This is an optimization exercise on Yosys and OpenROAD, whose aim is small area, not a production implementation.
In this exercise RTL edits were held to simulation tests only and were not proved equivalent to the original.
No activity file was given, so power comes from the tool's default toggle rates.

$ cat flow/run.sh
#!/bin/bash
# synth_recipe.tcl (not shown) runs the flow's synth.tcl, then flattens the netlist and writes it again
# the make line also repeats each setting of config.mk as NAME=value (left out here)
make -C /OpenROAD-flow-scripts/flow DESIGN_CONFIG=/design/flow/config.mk WORK_HOME=/design/flow/orfs CLKGATE_MAP_FILE= SYNTH_SCRIPT=/design/flow/synth_recipe.tcl finish
$ cat flow/config.mk
export PLATFORM = sky130hd
export DESIGN_NAME = multicycle_datapath
export DESIGN_NICKNAME = multicycle_datapath
export VERILOG_FILES = /design/flow/design.v
export SDC_FILE = /design/flow/constraint.sdc
export NUM_CORES = 4
export LEC_CHECK = 0
export CAP_MARGIN = 20
export CORE_MARGIN = 2
export CORE_UTILIZATION = 40
export SLEW_MARGIN = 20
$ cat flow/constraint.sdc
create_clock -name core_clock -period 15.0 [get_ports {clk}]
set_input_delay 3.0000 -clock core_clock [delete_from_list [all_inputs] [get_ports {clk}]]
set_output_delay 3.0000 -clock core_clock [all_outputs]
set_load 0.01 [all_outputs]
$ cat flow/design.v
module multicycle_datapath #(
  parameter int PC_W       = 9,
  parameter int INS_W      = 32,
  parameter int RF_ADDRESS = 5,
  parameter int DATA_W     = 64,
  parameter int DM_ADDRESS = 9,
  parameter int ALU_CC_W   = 4
) (
  input  logic                  clk,
  input  logic                  reset,
  output logic                  imem_req,
  output logic [PC_W-1:0]       imem_addr,
  input  logic                  imem_ready,
  input  logic [INS_W-1:0]      imem_rdata,
  output logic                  dmem_req,
  output logic                  dmem_we,
  output logic [DM_ADDRESS-1:0] dmem_addr,
  output logic [DATA_W-1:0]     dmem_wdata,
  input  logic                  dmem_ready,
  input  logic [DATA_W-1:0]     dmem_rdata,
  output logic                  retire,
  output logic                  illegal,
  output logic [PC_W-1:0]       pc_out
);
  typedef enum logic [2:0] {
    S_FETCH, S_DECODE, S_EXEC, S_MEM, S_WB, S_HALT
  } state_t;
  localparam logic [6:0] OP_R   = 7'b0110011;
  localparam logic [6:0] OP_IMM = 7'b0010011;
  localparam logic [6:0] OP_LD  = 7'b0000011;
  localparam logic [6:0] OP_ST  = 7'b0100011;
  localparam logic [6:0] OP_BR  = 7'b1100011;
  localparam logic [ALU_CC_W-1:0] ALU_AND = ALU_CC_W'(0);
  localparam logic [ALU_CC_W-1:0] ALU_OR  = ALU_CC_W'(1);
  localparam logic [ALU_CC_W-1:0] ALU_ADD = ALU_CC_W'(2);
  localparam logic [ALU_CC_W-1:0] ALU_SUB = ALU_CC_W'(6);
  localparam logic [ALU_CC_W-1:0] ALU_SLT = ALU_CC_W'(7);
  localparam int NREG = 2 ** RF_ADDRESS;
  state_t state_q, state_d;
  logic [PC_W-1:0]   pc_q, pc_d;
  logic [INS_W-1:0]  ir_q, ir_d;
  logic [DATA_W-1:0] a_q, a_d, b_q, b_d;
  logic [DATA_W-1:0] imm_q, imm_d;
  logic [DATA_W-1:0] aluout_q, aluout_d;
  logic [DATA_W-1:0] mdr_q, mdr_d;
  logic              illegal_q, illegal_d;
  logic              imem_req_q, imem_req_d;
  logic              dmem_req_q, dmem_req_d;
  logic              dmem_we_q, dmem_we_d;
  logic [PC_W-1:0]   old_pc_q, old_pc_d;
  logic              is_beq;
  logic [DATA_W-1:0] rf_q [NREG];
  logic [6:0] opc, f7;
  logic [2:0] f3;
  logic [RF_ADDRESS-1:0] rs1, rs2, rd;
  logic r_base, r_alt;
  logic is_r, is_addi, is_ld, is_sd, legal;
  logic [ALU_CC_W-1:0] alu_cc;
  logic [DATA_W-1:0] rs1_val, rs2_val, imm_sel;
  logic [DATA_W-1:0] alu_b, alu_res, wb_data;
  assign opc = ir_q[6:0];
  assign f3  = ir_q[14:12];
  assign f7  = ir_q[31:25];
  assign rd  = RF_ADDRESS'(ir_q[11:7]);
  assign rs1 = RF_ADDRESS'(ir_q[19:15]);
  assign rs2 = RF_ADDRESS'(ir_q[24:20]);
  assign r_base = (opc == OP_R) && (f7 == 7'b0000000);
  assign r_alt  = (opc == OP_R) && (f7 == 7'b0100000);
  always_comb begin
    is_r    = 1'b0;
    is_addi = 1'b0;
    is_ld   = 1'b0;
    is_sd   = 1'b0;
    is_beq  = 1'b0;
    alu_cc  = ALU_ADD;
    unique case (1'b1)
      r_base && f3 == 3'b000: is_r = 1'b1;
      r_alt && f3 == 3'b000: begin
        is_r = 1'b1; alu_cc = ALU_SUB;
      end
      r_base && f3 == 3'b111: begin
        is_r = 1'b1; alu_cc = ALU_AND;
      end
      r_base && f3 == 3'b110: begin
        is_r = 1'b1; alu_cc = ALU_OR;
      end
      r_base && f3 == 3'b010: begin
        is_r = 1'b1; alu_cc = ALU_SLT;
      end
      opc == OP_IMM && f3 == 3'b000: is_addi = 1'b1;
      opc == OP_LD && f3 == 3'b011: is_ld = 1'b1;
      opc == OP_ST && f3 == 3'b011: is_sd = 1'b1;
      opc == OP_BR && f3 == 3'b000: begin
        is_beq = 1'b1; alu_cc = ALU_SUB;
      end
      default: ;
    endcase
  end
  assign legal = is_r | is_addi | is_ld | is_sd | is_beq;
  assign rs1_val = (rs1 == '0) ? '0 : rf_q[rs1];
  assign rs2_val = (rs2 == '0) ? '0 : rf_q[rs2];
  always_comb begin
    imm_sel = {{(DATA_W-12){ir_q[31]}}, ir_q[31:20]};
    if (is_sd)
      imm_sel = {{(DATA_W-12){ir_q[31]}}, ir_q[31:25], ir_q[11:7]};
    if (is_beq)
      imm_sel = {{(DATA_W-13){ir_q[31]}}, ir_q[31], ir_q[7],
                 ir_q[30:25], ir_q[11:8], 1'b0};
  end
  assign alu_b = (is_addi | is_ld | is_sd) ? imm_q : b_q;
  always_comb begin
    alu_res = '0;
    unique case (alu_cc)
      ALU_AND: alu_res = a_q & alu_b;
      ALU_OR:  alu_res = a_q | alu_b;
      ALU_ADD: alu_res = a_q + alu_b;
      ALU_SUB: alu_res = a_q - alu_b;
      ALU_SLT: alu_res = {{(DATA_W-1){1'b0}},
                          $signed(a_q) < $signed(alu_b)};
      default: alu_res = '0;
    endcase
  end
  assign wb_data = is_ld ? mdr_q : aluout_q;
  always_comb begin
    state_d   = state_q;
    pc_d      = pc_q;
    ir_d      = ir_q;
    a_d       = a_q;
    b_d       = b_q;
    imm_d     = imm_q;
    aluout_d  = aluout_q;
    mdr_d     = mdr_q;
    illegal_d = illegal_q;
    retire    = 1'b0;
    old_pc_d  = old_pc_q;
    unique case (state_q)
      S_FETCH: begin
        if (imem_req_q && imem_ready) begin
          ir_d    = imem_rdata;
          pc_d    = pc_q + PC_W'(4);
          state_d = S_DECODE;
          old_pc_d = pc_q;
        end
      end
      S_DECODE: begin
        a_d   = rs1_val;
        b_d   = rs2_val;
        imm_d = imm_sel;
        if (legal) begin
          state_d = S_EXEC;
        end else begin
          state_d   = S_HALT;
          illegal_d = 1'b1;
        end
      end
      S_EXEC: begin
        aluout_d = alu_res;
        state_d  = S_WB;
        if (is_ld || is_sd)
          state_d = S_MEM;
        if (is_beq) begin
          if (a_q == b_q)
            pc_d = old_pc_q + imm_q[PC_W-1:0];
          state_d = S_FETCH;
          retire  = 1'b1;
        end
      end
      S_MEM: begin
        if (dmem_req_q && dmem_ready) begin
          if (is_ld) begin
            mdr_d   = dmem_rdata;
            state_d = S_WB;
          end else begin
            state_d = S_FETCH;
            retire  = 1'b1;
          end
        end
      end
      S_WB: begin
        state_d = S_FETCH;
        retire  = 1'b1;
      end
      S_HALT: ;
      default: state_d = S_HALT;
    endcase
  end
  assign imem_req_d = (state_d == S_FETCH);
  assign dmem_req_d = (state_d == S_MEM);
  assign dmem_we_d  = (state_d == S_MEM) && is_sd;
  always_ff @(posedge clk) begin
    if (reset) begin
      state_q    <= S_FETCH;
      pc_q       <= '0;
      ir_q       <= '0;
      a_q        <= '0;
      b_q        <= '0;
      imm_q      <= '0;
      aluout_q   <= '0;
      mdr_q      <= '0;
      illegal_q  <= 1'b0;
      imem_req_q <= 1'b0;
      dmem_req_q <= 1'b0;
      dmem_we_q  <= 1'b0;
      old_pc_q   <= '0;
    end else begin
      state_q    <= state_d;
      pc_q       <= pc_d;
      ir_q       <= ir_d;
      a_q        <= a_d;
      b_q        <= b_d;
      imm_q      <= imm_d;
      aluout_q   <= aluout_d;
      mdr_q      <= mdr_d;
      illegal_q  <= illegal_d;
      imem_req_q <= imem_req_d;
      dmem_req_q <= dmem_req_d;
      dmem_we_q  <= dmem_we_d;
      old_pc_q   <= old_pc_d;
    end
  end
  always_ff @(posedge clk) begin
    if (reset) begin
      for (int i = 0; i < NREG; i++)
        rf_q[i] <= '0;
    end else if (state_q == S_WB && rd != '0) begin
      rf_q[rd] <= wb_data;
    end
  end
  assign imem_req   = imem_req_q;
  assign imem_addr  = pc_q;
  assign dmem_req   = dmem_req_q;
  assign dmem_we    = dmem_we_q;
  assign dmem_addr  = aluout_q[DM_ADDRESS-1:0];
  assign dmem_wdata = b_q;
  assign illegal    = illegal_q;
  assign pc_out     = pc_q;
endmodule
==> results.txt <==
post-synthesis cell count = 9633
DP Wirelength = 293.7 mm
most used cell, CP = clkdlybuf4s50_1
crit path capture type = primary output
number of synthesized flops with an enable pin = 2048
Final period util = 50.92%
Synth top cells by count = 2473 x nor2_1, 2048 x edfxtp_1, 1280 x mux4_2
H-tree levels = 5
clk_skew = 0.04434 ns
Routed WL = 463.6 mm
Hold WC Path Type = flop to flop
area of the multi-input gates = 55190 sq um
delay of the slowest critical-path stage = 0.54 ns
Hold Slack = 0.4656 ns
sequential cell area fraction in the yosys report = 53.93%
I/O Buffers = 195
share of layout cells above drive strength 1 = 21.45%
Synth async-reset ratio = 0%
Worst Tran Pin Value = 1.246 ns
vias in the first global route = 87700
crit-path max FO = 4
max_cap viols = 0
core area = 314700 sq um
die width = 566.4 um
Post-CTS Setup Inserts = 0
DIE HEIGHT = 566.4 um
Primary FF master, synth = edfxtp_1
post-synthesis register bit count = 2384
deepest clock path buffer count = 4
RSZ-0062 raised after global routing = false
most common cell in the netlist = nor2_1
GP Congestion = 0.9413
Total Routing Usage GR = 28.37%
critical path arrival = 4.64 ns
Clock Pin Slew Worst Setup and Hold Paths = 0.06 ns
clk latency of the worst-skew pair = 0.86 ns
share of the synthesized area in the top cell type = 48.61%
slowest cell on the critical path = clkdlybuf4s50_1
first-pass GRT wire length = 653.1 mm
fmax = 130.9 MHz
Num CTS Buffers = 269
DR vias = 87840
antenna violations before repair = 16
clk sinks = 2384
FP Rows = 206
Die ar. = 320800 sq um
Final #Nets = 9748
top cells by area, synth = edfxtp_1 49%, mux4_2 23%, nor2_1 7.3%
wire per inst = 33.60 um
antenna-violating nets left = 0
minimum clock period = 7.639 ns
GRT Residual Overflow = 0
initial cell density of the core = 40.20%
FILL cells = 27870
DR pass1 iterations = 8
Ys Warns = 1
Residual DRC = 0
worst rel slew slack = 16.94%
Finish-stage setup viols = 0
area of the mapped netlist = 126500 sq um
required time worst endpoint = 12.00 ns
power per cell area = 114.3 nW/um^2
cts-stage hold buffer count = 0
Critical Path Source Type = primary input
maximum vdd ir drop = 0.00007791 V
cts repair resizes = 0
Avg Cell Area, Syn = 13.13 sq um
vias per cell = 6.366
largest net degree at the start of global routing = 190
Leakage = 44.92 nW
FF+latch area = 68260 sq um
Area Growth Syn to Fin = 11.96%
WS Path Type = primary input to primary output
CTS tree = yes
outcome = finished clean
setup TNS = 0 ns
clock root buffer = clkbuf_16
Pins Over Slew Limit = 0
CP cell instances = clkdlybuf4s50_1 > and2_1 > nand2_1 > o22ai_1 > a22o_1 > clkdlybuf4s50_1
count of final hold-check violations = 0
I/O Pins = 196
Distinct cells, synth = 95
initial DRC count = 12550
area leader, netlist = edfxtp_1
cells by family (layout without fill, tap and decap cells):
logic type	Yosys count	after routing	share of synthesized area, %
flip-flops	2384	2384	53.93
AND/OR/NAND/NOR	3301	3301	10.41
AO/OA/AOI/OAI	992	992	4.909
XOR/XNOR	104	104	0.7200
buffers and inverters	1155	1095	3.521
adder cells (fa/ha/maj)	211	211	2.105
other	1	67	0.002964
multiplexers	1485	1485	24.41
power by group:
group          total, mW  switching, mW  internal [mW]
combinational       2.18           1.32          0.857
clock               6.43           2.77           3.66
sequential          7.58          0.176           7.40
total               16.2           4.27           11.9
worst paths after layout:
path,startpoint,endpoint,slack [ns],cells past startpoint
max,dmem_ready,retire,7.36,6
min,ir_q[1]$_SDFFE_PP0P_,ir_q[1]$_SDFFE_PP0P_,0.47,2
max reg2reg,ir_q[5]$_SDFFE_PP0P_,aluout_q[62]$_SDFFE_PP0P_,8.08,19
min reg2reg,ir_q[1]$_SDFFE_PP0P_,ir_q[1]$_SDFFE_PP0P_,0.47,2
final cells by class:
cell class                 count  area share (%)
tap                         4160           3.675
antenna                        3        0.005300
inverter                     204          0.5406
clock buffer                 356           5.214
timing repair buffer         421           2.773
clock inverter               114          0.6395
multi-input combinational   6157           38.96
sequential                  2384           48.19
sequential cells by signal, indices dropped and copies added (netlist names), 13 cells and up, named ones only:
register  cells
a_q          64
aluout_q     64
b_q          64
imm_q        13
ir_q         32
mdr_q        64
rf_q       2048
per-stage QoR:
step / util (%) / setup slack (ns) / instances / power, mW / instance area, sq um
after floorplan: - / 8.446 / 9696 / 8.975 / 126800
after global placement: 42.31 / 7.360 / 13320 / 9.814 / 133200
after detailed placement: 42.33 / 7.394 / 13320 / 9.846 / 133200
after CTS: 44.96 / 7.388 / 13790 / 16.20 / 141500
after global routing: 45.01 / 7.363 / 13800 / 16.58 / 141600
final: 45.01 / 7.361 / 13800 / 16.18 / 141700
cell usage in the layout, fill, tap and decap left out, types with 199 or more instances in the layout:
cell type and n:
nor2_1 2472, edfxtp_1 2048, mux4_2 1280, a21oi_1 503, nand2_1 489, dfxtp_1 326, clkbuf_16 280, ha_1 208
buf_4 205, inv_1 199
layer usage:
metal  global-route usage (%)  share of wire [%]  wire length [um]
met2                    45.69                 47            219500
met1                    36.86                 37            170700
met4                    10.44                4.0             18640
met3                    7.514                 12             54740
met5                        0              0.012                55
critical path: cells and delay by family:
kind,cells,cell delay (ns)
AND/OR/NAND/NOR,2,0.31
buffers and inverters,2,0.99
AO/OA/AOI/OAI,2,0.33

## afterwards: timing with drivers on the ports
The results above use ideal ports. As a check the final layout listed here was re-extracted and re-timed, cells and wires unchanged.
Step 1 assumes that a clkbuf_16 drives the clock port and a buf_2 every other input.
Step 2 also shifts input and output timing later by t, the mid clock arrival at the registers, as if the neighbouring blocks saw the same clock.
Slacks: ideal / step 1 / step 2; pairs: ideal / step 1.
t (ns): 0.946
setup slack, ns: 7.361 / 7.331 / 7.331
worst register clock-pin slew, ns: 0.07 / 0.07
pins driven straight from the clock port: 1
After both steps this run still meets setup and hold. The setup slack of this run moves by -0.030 ns with the drivers and by -0.030 ns with both steps.
